This is an optimization exercise on Yosys and OpenROAD, whose aim is small area and a short achievable clock period, not a production implementation. At most, simulation tests tie the RTL to the original design; equivalence was not proved. Power figures rest on the tool's default switching activity, not on a simulated workload.

## branch harbor
## logic_probe_trigger
module logic_probe_trigger #(
    parameter int WIDTH = 128,
    parameter int CNTW  = 16
) (
    input  logic                  clock,
    input  logic                  reset,
    input  logic                  arm,
    input  logic [WIDTH-1:0]      channels,
    input  logic [WIDTH-1:0]      match_mask,
    input  logic [WIDTH-1:0]      match_value,
    input  logic [WIDTH-1:0]      edge_mask,
    input  logic [CNTW-1:0]       occurrences,
    input  logic [CNTW-1:0]       delay,
    input  logic [CNTW-1:0]       sample_div,
    output logic [WIDTH-1:0]      channels_out,
    output logic                  trigger,
    output logic                  sample,
    output logic [1:0]            status
);
    localparam logic [1:0] IDLE  = 2'd0;
    localparam logic [1:0] ARMED = 2'd1;
    localparam logic [1:0] DELAY = 2'd2;
    localparam logic [1:0] FIRED = 2'd3;
    logic [1:0]       state_q;
    logic [WIDTH-1:0] ch_q;
    logic [WIDTH-1:0] chout_q;
    logic             rst_q;
    logic [WIDTH-1:0] mask_q;
    logic [WIDTH-1:0] value_q;
    logic [WIDTH-1:0] edge_q;
    logic [CNTW-1:0]  occ_cnt_q;
    logic             occ_dec_q;
    logic [CNTW-1:0]  dly_cnt_q;
    logic [CNTW-1:0]  div_cnt_q;
    logic             trigger_q;
    logic             sample_q;
    logic             arm_ok_s;
    logic             clr_s;
    logic             more_s;
    logic             count_s;
  ...
==> flow/config.mk <==
export PLATFORM = sky130hd
export DESIGN_NAME = logic_probe_trigger
export DESIGN_NICKNAME = logic_probe_trigger
export VERILOG_FILES = /design/flow/design.v
export SDC_FILE = /design/flow/constraint.sdc
export NUM_CORES = 4
export LEC_CHECK = 0
export CAP_MARGIN = 20
export CORE_MARGIN = 2
export CORE_UTILIZATION = 60
export SETUP_SLACK_MARGIN = 1.9
export SLEW_MARGIN = 20
export SYNTH_HIERARCHICAL = 1
==> flow/constraint.sdc <==
create_clock -name core_clock -period 3.5 [get_ports {clock}]
set_input_delay 0.7000 -clock core_clock [delete_from_list [all_inputs] [get_ports {clock}]]
set_output_delay 0.7000 -clock core_clock [all_outputs]
set_load 0.01 [all_outputs]
standard.sh (not shown) runs the stock make flow with config.mk's settings and CLKGATE_MAP_FILE= SYNTH_SCRIPT=/design/flow/synth_recipe.tcl, a recipe that flattens the netlist after the stock synthesis.
==> flow/flow/run.sh <==
#!/bin/bash
# Standard layout, with plain buffers (buf_1) on the ports instead of the default delay buffers.
set -euo pipefail
bash standard.sh "BUFFER_PORTS_ARGS=-buffer_cell sky130_fd_sc_hd__buf_1" finish > standard_make.log 2>&1
### branch harbor -> branch maple
# branch harbor
export LEC_CHECK = 0
export CAP_MARGIN = 20
export CORE_MARGIN = 2
export CORE_UTILIZATION = 60
export SETUP_SLACK_MARGIN = 1.9
export SLEW_MARGIN = 20
export SYNTH_HIERARCHICAL = 1
create_clock -name core_clock -period 3.5 [get_ports {clock}]
# branch maple
export LEC_CHECK = 0
export CAP_MARGIN = 20
export CORE_MARGIN = 2
export CORE_UTILIZATION = 60
export CTS_CLUSTER_DIAMETER = 60
export CTS_CLUSTER_SIZE = 24
export SETUP_SLACK_MARGIN = 1.9
export SLEW_MARGIN = 20
export SYNTH_HIERARCHICAL = 1
create_clock -name core_clock -period 3.5 [get_ports {clock}]
- Worst slack after detailed placement: branch maple vs branch harbor — no meaningful difference
- NOTE: number of non-clock buffers in branch maple exceeds that of branch harbor
- branch harbor -> branch maple: quantity of hold-fixing buffers added after cts delta 0, exact match
- The lower worst-case headroom to the max-slew limit came out of branch harbor.
- Clock-pin slew of the registers on the worst-case setup and hold paths in branch maple vs branch harbor: up 0.03 ns
- Remaining global-route overflow came out exactly the same in branch harbor and branch maple.
- In the tables for branch harbor and branch maple, sequential fraction of design power reads higher with branch maple.
- Non-clock buffer area fraction after layout in branch maple is 0.50 points above branch harbor.
Function was not checked in any run of this note: the RTL went through the layout flow alone.

========
run A:
The RTL this note starts from:
==> flow/design.v <==
module logic_probe_trigger #(
    parameter int WIDTH = 128,
    parameter int CNTW  = 16
) (
    input  logic                  clock,
    input  logic                  reset,
    input  logic                  arm,
    input  logic [WIDTH-1:0]      channels,
    input  logic [WIDTH-1:0]      match_mask,
    input  logic [WIDTH-1:0]      match_value,
    input  logic [WIDTH-1:0]      edge_mask,
    input  logic [CNTW-1:0]       occurrences,
    input  logic [CNTW-1:0]       delay,
    input  logic [CNTW-1:0]       sample_div,
    output logic [WIDTH-1:0]      channels_out,
    output logic                  trigger,
    output logic                  sample,
    output logic [1:0]            status
);
    localparam logic [1:0] IDLE  = 2'd0;
    localparam logic [1:0] ARMED = 2'd1;
    localparam logic [1:0] DELAY = 2'd2;
    localparam logic [1:0] FIRED = 2'd3;
    localparam int NGRP = WIDTH / 4;
    logic [1:0]       state_q;
    logic [1:0]       stat_q;
    logic             trigger_q;
    logic             sample_q;
    logic [WIDTH-1:0] ch_q;
    logic [WIDTH-1:0] chout_q;
    logic [WIDTH-1:0] mask_q;
    logic [WIDTH-1:0] value_q;
    logic [WIDTH-1:0] edge_q;
    logic [NGRP-1:0]  grp_q;
    logic [CNTW-1:0]  occ_cnt_q;
    logic             occ_dec_q;
    logic             occ_gt1_q;
    logic             occ_gt2_q;
    logic [CNTW-1:0]  dly_cnt_q;
    logic             dly_zero_q;
    logic             dly_le1_q;
    logic [CNTW-1:0]  div_cnt_q;
    logic             div_zero_q;
    logic             arm_ok_s;
    logic             more_s;
    logic             count_s;
    logic [1:0]       hit_state_s;
    logic [1:0]       idle_state_s;
    logic [WIDTH-1:0] mask_d_s;
    logic [WIDTH-1:0] value_d_s;
    logic [WIDTH-1:0] edge_d_s;
    logic [5:0]       hit_d_s;
    logic [5:0]       idle_d_s;
    logic [5:0]       next_d_s;
    assign arm_ok_s = arm && (state_q != FIRED);
    function automatic logic [CNTW-1:0] dec(input logic [CNTW-1:0] x);
        logic [CNTW-1:0] flip;
        for (int i = 0; i < CNTW; i++) flip[i] = ~|(x & ((CNTW'(1) << i) - CNTW'(1)));
        dec = x ^ flip;
    endfunction
    for (genvar i = 0; i < WIDTH; i++) begin : g_cfg
        lpt_mux u_m (.s(arm), .a(match_mask[i]),  .b(mask_q[i]),  .y(mask_d_s[i]));
        lpt_mux u_v (.s(arm), .a(match_value[i]), .b(value_q[i]), .y(value_d_s[i]));
        lpt_mux u_e (.s(arm), .a(edge_mask[i]),   .b(edge_q[i]),  .y(edge_d_s[i]));
    end
    logic [WIDTH-1:0] bit_ok_s;
    logic [NGRP-1:0]  grp_d_s;
    for (genvar i = 0; i < WIDTH; i++) begin : g_bit
        lpt_bit_ok u_ok (.q(channels[i]), .qq(ch_q[i]), .m(mask_d_s[i]), .v(value_d_s[i]),
                         .e(edge_d_s[i]), .ok(bit_ok_s[i]));
    end
    for (genvar i = 0; i < NGRP; i++) begin : g_l1
        lpt_nand4 u_n (.a(bit_ok_s[4*i +: 4]), .y(grp_d_s[i]));
    end
    logic [15:0] grp8_s;
    logic [3:0]  grp32_n_s;
    logic [5:0]  grp64_s;
    for (genvar i = 0; i < 16; i++) begin : g_l2
        lpt_nor2 u_n (.a(grp_q[2*i +: 2]), .y(grp8_s[i]));
    end
    for (genvar i = 0; i < 4; i++) begin : g_l3
        lpt_nand4 u_n (.a(grp8_s[4*i +: 4]), .y(grp32_n_s[i]));
    end
    for (genvar i = 0; i < 6; i++) begin : g_l4
        lpt_nor2 u_n (.a(grp32_n_s[2*(i%2) +: 2]), .y(grp64_s[i]));
    end
    for (genvar i = 0; i < 6; i++) begin : g_sel
        lpt_sel u_s (.a(grp64_s[2*(i/2)]), .b(grp64_s[2*(i/2)+1]), .h(hit_d_s[i]),
                     .i(idle_d_s[i]), .y(next_d_s[i]));
    end
    always_comb begin
        more_s  = occ_dec_q ? occ_gt2_q : occ_gt1_q;
        count_s = (state_q == ARMED) && !arm_ok_s;
        if (arm_ok_s) begin
            idle_state_s = ARMED;
            hit_state_s  = ARMED;
        end else if (state_q == ARMED) begin
            idle_state_s = ARMED;
            hit_state_s  = more_s ? ARMED : (dly_zero_q ? FIRED : DELAY);
        end else if (state_q == DELAY && dly_le1_q) begin
            idle_state_s = FIRED;
            hit_state_s  = FIRED;
        end else begin
            idle_state_s = state_q;
            hit_state_s  = state_q;
        end
        if (reset) begin
            idle_state_s = IDLE;
            hit_state_s  = IDLE;
        end
        hit_d_s  = {count_s && more_s && !reset, hit_state_s == FIRED, hit_state_s, hit_state_s};
        idle_d_s = {1'b0, idle_state_s == FIRED, idle_state_s, idle_state_s};
    end
    always_ff @(posedge clock) begin
        if (reset) begin
            ch_q    <= {WIDTH{1'b0}};
            chout_q <= {WIDTH{1'b0}};
        end else begin
            ch_q    <= channels;
            chout_q <= ch_q;
        end
    end
    always_ff @(posedge clock) begin
        mask_q  <= mask_d_s;
        value_q <= value_d_s;
        edge_q  <= edge_d_s;
        grp_q   <= grp_d_s;
    end
    always_ff @(posedge clock) begin
        state_q   <= next_d_s[1:0];
        stat_q    <= next_d_s[3:2];
        trigger_q <= next_d_s[4];
        occ_dec_q <= next_d_s[5];
    end
    always_ff @(posedge clock) begin
        if (arm) begin
            occ_cnt_q <= (occurrences == {CNTW{1'b0}}) ? {{(CNTW-1){1'b0}}, 1'b1} : occurrences;
            occ_gt1_q <= |occurrences[CNTW-1:1];
            occ_gt2_q <= |occurrences[CNTW-1:2] | &occurrences[1:0];
        end else if (occ_dec_q) begin
            occ_cnt_q <= dec(occ_cnt_q);
            occ_gt1_q <= |occ_cnt_q[CNTW-1:2] | &occ_cnt_q[1:0];
            occ_gt2_q <= |occ_cnt_q[CNTW-1:2];
        end
    end
    always_ff @(posedge clock) begin
        if (arm) begin
            dly_cnt_q  <= delay;
            dly_zero_q <= delay == {CNTW{1'b0}};
            dly_le1_q  <= ~|delay[CNTW-1:1];
        end else if (state_q == DELAY) begin
            dly_cnt_q  <= dec(dly_cnt_q);
            dly_le1_q  <= ~|dly_cnt_q[CNTW-1:2] & ~&dly_cnt_q[1:0];
        end
    end
    always_ff @(posedge clock) begin
        if (reset) begin
            div_cnt_q  <= {CNTW{1'b0}};
            div_zero_q <= 1'b1;
            sample_q   <= 1'b0;
        end else if (div_zero_q) begin
            div_cnt_q  <= sample_div;
            div_zero_q <= sample_div == {CNTW{1'b0}};
            sample_q   <= 1'b1;
        end else begin
            div_cnt_q  <= dec(div_cnt_q);
            div_zero_q <= ~|div_cnt_q[CNTW-1:1] & div_cnt_q[0];
            sample_q   <= 1'b0;
        end
    end
    assign channels_out = chout_q;
    assign trigger      = trigger_q;
    assign sample       = sample_q;
    assign status       = stat_q;
endmodule
module lpt_bit_ok (
    input  logic q,
    input  logic qq,
    input  logic m,
    input  logic v,
    input  logic e,
    output logic ok
);
    logic diff_s;   
    logic same_s;   
    lpt_xor2 u_d (.a(q), .b(v), .y(diff_s));
    lpt_xnor2 u_s (.a(qq), .b(v), .y(same_s));
    lpt_aoi32 u_o (.a1(m), .a2(e), .a3(same_s), .b1(m), .b2(diff_s), .y(ok));
endmodule
module lpt_xor2 (
    input  logic a,
    input  logic b,
    output logic y
);
    assign y = a ^ b;
endmodule
module lpt_xnor2 (
    input  logic a,
    input  logic b,
    output logic y
);
    assign y = ~(a ^ b);
endmodule
module lpt_aoi32 (
    input  logic a1,
    input  logic a2,
    input  logic a3,
    input  logic b1,
    input  logic b2,
    output logic y
);
    assign y = ~((a1 & a2 & a3) | (b1 & b2));
endmodule
module lpt_mux (
    input  logic s,
    input  logic a,
    input  logic b,
    output logic y
);
    assign y = s ? a : b;
endmodule
module lpt_nand4 (
    input  logic [3:0] a,
    output logic       y
);
    assign y = ~&a;
endmodule
module lpt_nor2 (
    input  logic [1:0] a,
    output logic       y
);
    assign y = ~|a;
endmodule
module lpt_sel (
    input  logic a,
    input  logic b,
    input  logic h,
    input  logic i,
    output logic y
);
    assign y = (a & b) ? h : i;
endmodule
clock: 3.5 ns
lec_check: 0
cap_margin: 20
core_margin: 2
core_utilization: 72
cts_cluster_diameter: 80
cts_cluster_size: 30
setup_slack_margin: 1.7
slew_margin: 60
synth_hierarchical: 1
==> flow/flow/run.sh <==
#!/bin/bash
# Standard layout, with plain buffers (buf_1) on the ports instead of the default delay buffers,
# ABC told that gate outputs drive a light load (so that it does not pick x4 cells for the small
# single-gate modules of the design), and timing repair free to resize cells across footprints.
set -euo pipefail
bash standard.sh "BUFFER_PORTS_ARGS=-buffer_cell sky130_fd_sc_hd__buf_1" "ABC_LOAD_IN_FF=1" "MATCH_CELL_FOOTPRINT=0" finish > standard_make.log 2>&1
Run A finished every stage and its layout cleared the timing, design-rule and antenna checks.
Edits applied to the flow inputs when going from run A to run B:
- swapping 60 for 20 in SLEW_MARGIN
==> flow/flow/run.sh <==
#!/bin/bash
# Standard layout, with plain buffers (buf_1) on the ports instead of the default delay buffers,
# and ABC told that gate outputs drive a light load (so that it does not pick x4 cells for the
# small single-gate modules of the design).
set -euo pipefail
bash standard.sh "BUFFER_PORTS_ARGS=-buffer_cell sky130_fd_sc_hd__buf_1" "ABC_LOAD_IN_FF=1" finish > standard_make.log 2>&1
Findings:
- Run A and run B all finish clean.
- Combinational power across run A and run B: no real change.
- Run B -> run A: number of ports placed on the die boundary delta 0, exact match
- Max portion of the clock cycle consumed by the worst path in the final layout across run A and run B: run A
- Status: hold slack parity (run A, run B)
- End point of the critical path = div_cnt_q[11]: run B; end point of the critical path = div_cnt_q[12]: run A
- Between run A and run B, largest net degree at the start of global routing increased.
- Run B — growth of design area from synthesis to finish 0.33 points higher, run A as reference
- The lower fraction of met2 tracks used by global routing came out of run B.
- Diff run B..run A | area share of and/or/nand/nor cells after synthesis | unchanged
- Run B vs. run A: part of the total power dissipated in the clock network has increased; non-clock buffer area fraction after layout held; final area essentially unchanged.
Inputs modified between run B and run C:
- swapping 72 for 80 in CORE_UTILIZATION
- putting TNS_END_PERCENT at 20 where nothing was set
[summary]
No final results exist for run C, since it was stopped by error PPL-0024 during I/O pin placement. [compare] base=run B new=run C: number of flops mapped to enable cells by yosys saw little to no change; height of the die saw a decrease; net count of the mapped netlist saw little to no change. Looking at row count across run C and run B, the one that comes out lower is run C. Reported for run C and run B, xor and xnor fraction of the mapped netlist area turned out identical to the last digit. As far as number of register bits inferred by synthesis goes, run B and run C are indistinguishable; the numbers are identical. Compared to run B, run C has initial standard-cell utilization of the core 8.7 points higher. From run C to run B, gate count of the mapped netlist did not move at all.
> inputs changed (run C -> run D)
- CORE_UTILIZATION: 80 -> 70
- SETUP_SLACK_MARGIN: 1.7 -> 1.75
- TNS_END_PERCENT: 20 -> unset
[summary]
The final layout from run D, which completed every stage, passed the timing, design-rule and antenna checks at the end of the flow.
Run D -> run C: fraction of the yosys area taken by sequential cells delta 0, exact match
Area after synthesis came out exactly the same in run D and run C.
Diff run C -> run D: horizontal die dimension went up 13 um, synthesized cell count held, effective utilization at floorplan went down 11 points.
Taking run C as the reference, in run D number of placement rows climbed 7.6%, area share of xor/xnor cells in the synthesized design barely changed, die boundary height climbed about 7%, post-synthesis async set-or-reset flop share barely changed, basic-gate share of the synthesized area counting and, or, nand and nor cells barely changed.
| number of synthesized flops with an enable pin | run C vs run D | ≈ equal |
Here is what was changed in the inputs of run E compared with run D.
- changing SETUP_SLACK_MARGIN from 1.75 to 1.7
- changing CTS_CLUSTER_SIZE from 30 to 24
- changing CTS_CLUSTER_DIAMETER from 80 to 60
- changing CORE_UTILIZATION from 70 to 65
## What came out
Setup slack in run E is larger than in run D.
Run E: wire length of the first global-routing pass about 2.2% below run D
Summary of run E over run D: total power draw +5.8%; relative area of clock buffers and inverters in the final design saw an increase; maximum frequency climbed 0.018 GHz.
Comparing run E and run D, the lower routed wire length was measured on run E.
Run E reached the final stage; the timing, design-rule and antenna checks on its layout passed.

==> re-timing with driven ports <==
Ports are ideal in the flow. The routed layouts listed here were re-timed in OpenROAD. Step 1: set_driving_cell puts a clkbuf_16 on clock and a buf_2 on each other input, an assumption about the parent block. Step 2, shift: input delay + t, output delay - t, t = (earliest + latest rising clock arrival at the registers) / 2. This alone moves slack from input paths to output paths. Three values: no drivers, after step 1, after step 2; two values: the first two.
run	shift t [ns]	setup slack, ns	worst hold slack (ns)	worst slew at a driven data input, ns
branch harbor	0.647	1.114 / 1.114 / 1.114	0.191 / 0.153 / 0.474	0.17
branch maple	0.643	1.145 / 1.145 / 1.145	0.185 / 0.160 / 0.475	0.14
run A	0.651	1.577 / 1.577 / 0.993	0.315 / 0.290 / 0.470	0.16
run B	0.659	1.625 / 1.554 / 0.895	0.315 / 0.291 / 0.467	0.19
run D	0.663	1.547 / 1.402 / 0.739	0.306 / 0.285 / 0.461	0.21
run E	0.643	1.615 / 1.542 / 0.899	0.330 / 0.315 / 0.461	0.19
After both steps every run listed still meets setup and hold. The setup slack of run D, which loses most, moves by -0.145 ns with the drivers and by -0.808 ns with both steps.
